Background: an optimization exercise with open tools, aiming at small area, a short achievable clock period and few clock cycles per item. Do not read the settings as production practice.
The RTL was checked by simulation tests, not by an equivalence proof against the original design.
Power and IR drop assume default switching activity.

## per_player_token_bucket_limiter
module per_player_token_bucket_limiter (
   input  wire                                clock,
   input  wire                                reset,
   input  wire                                req_valid,
   output wire                                req_ready,
   input  wire  [pptbl_pkg::OPCODE_W-1:0]     req_opcode,
   input  wire  [pptbl_pkg::IN_SLOT_W-1:0]    req_player_slot,
   input  wire  [pptbl_pkg::PAYLOAD_W-1:0]    req_payload_bytes,
   input  wire  [pptbl_pkg::CHAN_W-1:0]       req_channel_length,
   input  wire  [pptbl_pkg::STAMP_W-1:0]      req_now_ms,
   output wire                                rsp_valid,
   input  wire                                rsp_ready,
   output wire                                rsp_accepted,
   output wire  [pptbl_pkg::STATUS_W-1:0]     rsp_status,
   output wire  [pptbl_pkg::LEVEL_W-1:0]      rsp_tokens_left,
   input  wire                                csr_wr_en,
   input  wire  [pptbl_pkg::CSR_IDX_W-1:0]    csr_index,
   input  wire  [pptbl_pkg::CSR_DATA_W-1:0]   csr_wr_data
);
Size: roughly 130 I/O pins, about 180,000 um^2 of cells after synthesis.
clock: 16.0 ns
lec_check: 0
cap_margin: 20
core_margin: 2
core_utilization: 48
slew_margin: 20
standard.sh (not shown) runs the stock make flow with config.mk's settings and CLKGATE_MAP_FILE= SYNTH_SCRIPT=/design/flow/synth_recipe.tcl, a recipe that flattens the netlist after the stock synthesis.
==> flow/flow/run.sh <==
#!/bin/bash
# The standard layout (standard.sh: ORFS with the standard synthesis,
# unchanged), with these differences in how the layout is made:
#  - ports are buffered with buf_4 instead of the slow delay-buffer cell that
#    buffer_ports picks by default (every port still gets its own buffer);
#  - the clock tree uses larger sink clusters (fewer leaf buffers);
set -euo pipefail
bash standard.sh \
  SETUP_SLACK_MARGIN=11.3 \
  "BUFFER_PORTS_ARGS=-buffer_cell sky130_fd_sc_hd__buf_4" \
  CTS_CLUSTER_SIZE=24 CTS_CLUSTER_DIAMETER=100 \
  PLACE_DENSITY=0.55 \
  PRE_GLOBAL_ROUTE_TCL=$PWD/flow/grt_adj.tcl \
  finish > orfs_flow.log 2>&1
==> flow/flow/grt_adj.tcl <==
# Global routing: leave more of met1/met2 to pin access and the detailed
# router, so that more of the wiring goes to met3/met4.
set_global_routing_layer_adjustment met1 0.5
set_global_routing_layer_adjustment met2 0.4
set_global_routing_layer_adjustment met3 0.2
set_global_routing_layer_adjustment met4 0.2
set_global_routing_layer_adjustment met5 0.2
The starting point completed without violations.
Testbench counts at the start, summed over its fixed seeds: cycles 24,120, items 24,000.
Then changed:
--- a/flow/flow/run.sh
+++ b/flow/flow/run.sh
@@ -6,0 +7,5 @@
+#  - placement spreads the cells more evenly (lower target density), and
+#    global routing keeps more of met1/met2 free (flow/grt_adj.tcl), which
+#    eases detailed routing.
+# Each tool's full output is in the ORFS logs under orfs/logs; the make
+# output is in orfs_flow.log.
@@ -12 +17 @@
-  PLACE_DENSITY=0.55 \
+  PLACE_DENSITY=0.45 \
--- a/flow/config.mk
+++ b/flow/config.mk
@@ -10 +10 @@
-export CORE_UTILIZATION = 48
+export CORE_UTILIZATION = 40
Clock-buffer cell count is higher by 8; area after synthesis is unchanged; total power is higher by 1.3%; fmax is lower by 0.58%; hold slack stays flat; design area is higher by 0.86%; die area is higher by 20%; via count is lower by 0.84%; synthesized cell count does not change.

---

Another version of the RTL of per_player_token_bucket_limiter (not shown whole).
Size: about 11000 cells after synthesis, roughly 4700 flip-flops, roughly 130 I/O pins, about 180000 um2 of cells after synthesis.
export LEC_CHECK = 0
export CAP_MARGIN = 20
export CORE_MARGIN = 2
export CORE_UTILIZATION = 48
export SLEW_MARGIN = 20
create_clock -name core_clock -period 16.0 [get_ports {clock}]
==> flow/flow/run.sh <==
#!/bin/bash
# The standard layout (standard.sh: ORFS with the standard synthesis,
# unchanged), with these differences in how the layout is made:
#  - ports are buffered with buf_4 instead of the slow delay-buffer cell that
#    buffer_ports picks by default (every port still gets its own buffer);
#  - the clock tree uses larger sink clusters (fewer leaf buffers);
set -euo pipefail
bash standard.sh \
  SETUP_SLACK_MARGIN=11.25 \
  "BUFFER_PORTS_ARGS=-buffer_cell sky130_fd_sc_hd__buf_4" \
  CTS_CLUSTER_SIZE=24 CTS_CLUSTER_DIAMETER=100 \
  PLACE_DENSITY=0.55 \
  PRE_GLOBAL_ROUTE_TCL=$PWD/flow/grt_adj.tcl \
  finish > orfs_flow.log 2>&1
Scripts as last shown in full above: flow/flow/grt_adj.tcl
Testbench counts at the start, summed over its fixed seeds: cycles 24,120, items 24,000.
Then changed:
--- a/flow/flow/run.sh
+++ b/flow/flow/run.sh
@@ -6,2 +6,7 @@
 #  - the clock tree uses larger sink clusters (fewer leaf buffers);
+#  - placement spreads the cells more evenly (lower target density), and
+#    global routing keeps more of met1/met2 free (flow/grt_adj.tcl), which
+#    eases detailed routing.
+# Each tool's full output is in the ORFS logs under orfs/logs; the make
+# output is in orfs_flow.log.
 set -euo pipefail
@@ -11,3 +16,3 @@
   CTS_CLUSTER_SIZE=24 CTS_CLUSTER_DIAMETER=100 \
-  PLACE_DENSITY=0.55 \
+  PLACE_DENSITY=0.45 \
   PRE_GLOBAL_ROUTE_TCL=$PWD/flow/grt_adj.tcl \
--- a/flow/config.mk
+++ b/flow/config.mk
@@ -9,3 +9,3 @@
 export CORE_MARGIN = 2
-export CORE_UTILIZATION = 48
+export CORE_UTILIZATION = 40
 export SLEW_MARGIN = 20
Effect: Worst hold slack is better by 0.0077 ns. Cell count is higher by 6.0%. Utilization is lower by 8.5 points. Via count came out lower by 0.79%. First-iteration DRC count fell by 2.1%.

## afterwards: timing with drivers on the ports
How much do the figures lean on ideal ports? The routed layouts below were timed once more, with nothing changed but the port constraints.
Step 1, drivers: a clkbuf_16 drives clock and a buf_2 each remaining input, both assumed.
Step 2 adds t to the input delays and takes it off the output delays; t is the mean of the earliest and latest rising clock arrival at the registers after step 1. Input paths then give back, and output paths get back, about the clock's delay inside the block.
Three values: ideal, step 1, step 2; two values: the first two.
run | t, ns | setup WS [ns] | worst hold slack (ns)
the first run of note 1 | 1.123 | 11.291 / 11.163 / 10.743 | 0.333 / 0.333 / 0.333
the second run of note 1 | 1.149 | 11.263 / 11.134 / 10.576 | 0.333 / 0.333 / 0.333
the first run of note 2 | 1.117 | 11.271 / 11.151 / 10.407 | 0.318 / 0.318 / 0.318
the second run of note 2 | 1.139 | 11.302 / 11.183 / 10.411 | 0.325 / 0.325 / 0.325
After both steps every run listed still meets setup and hold. For the second run of note 2, which loses most, drivers alone change the setup slack by -0.119 ns; drivers and shift together by -0.891 ns.
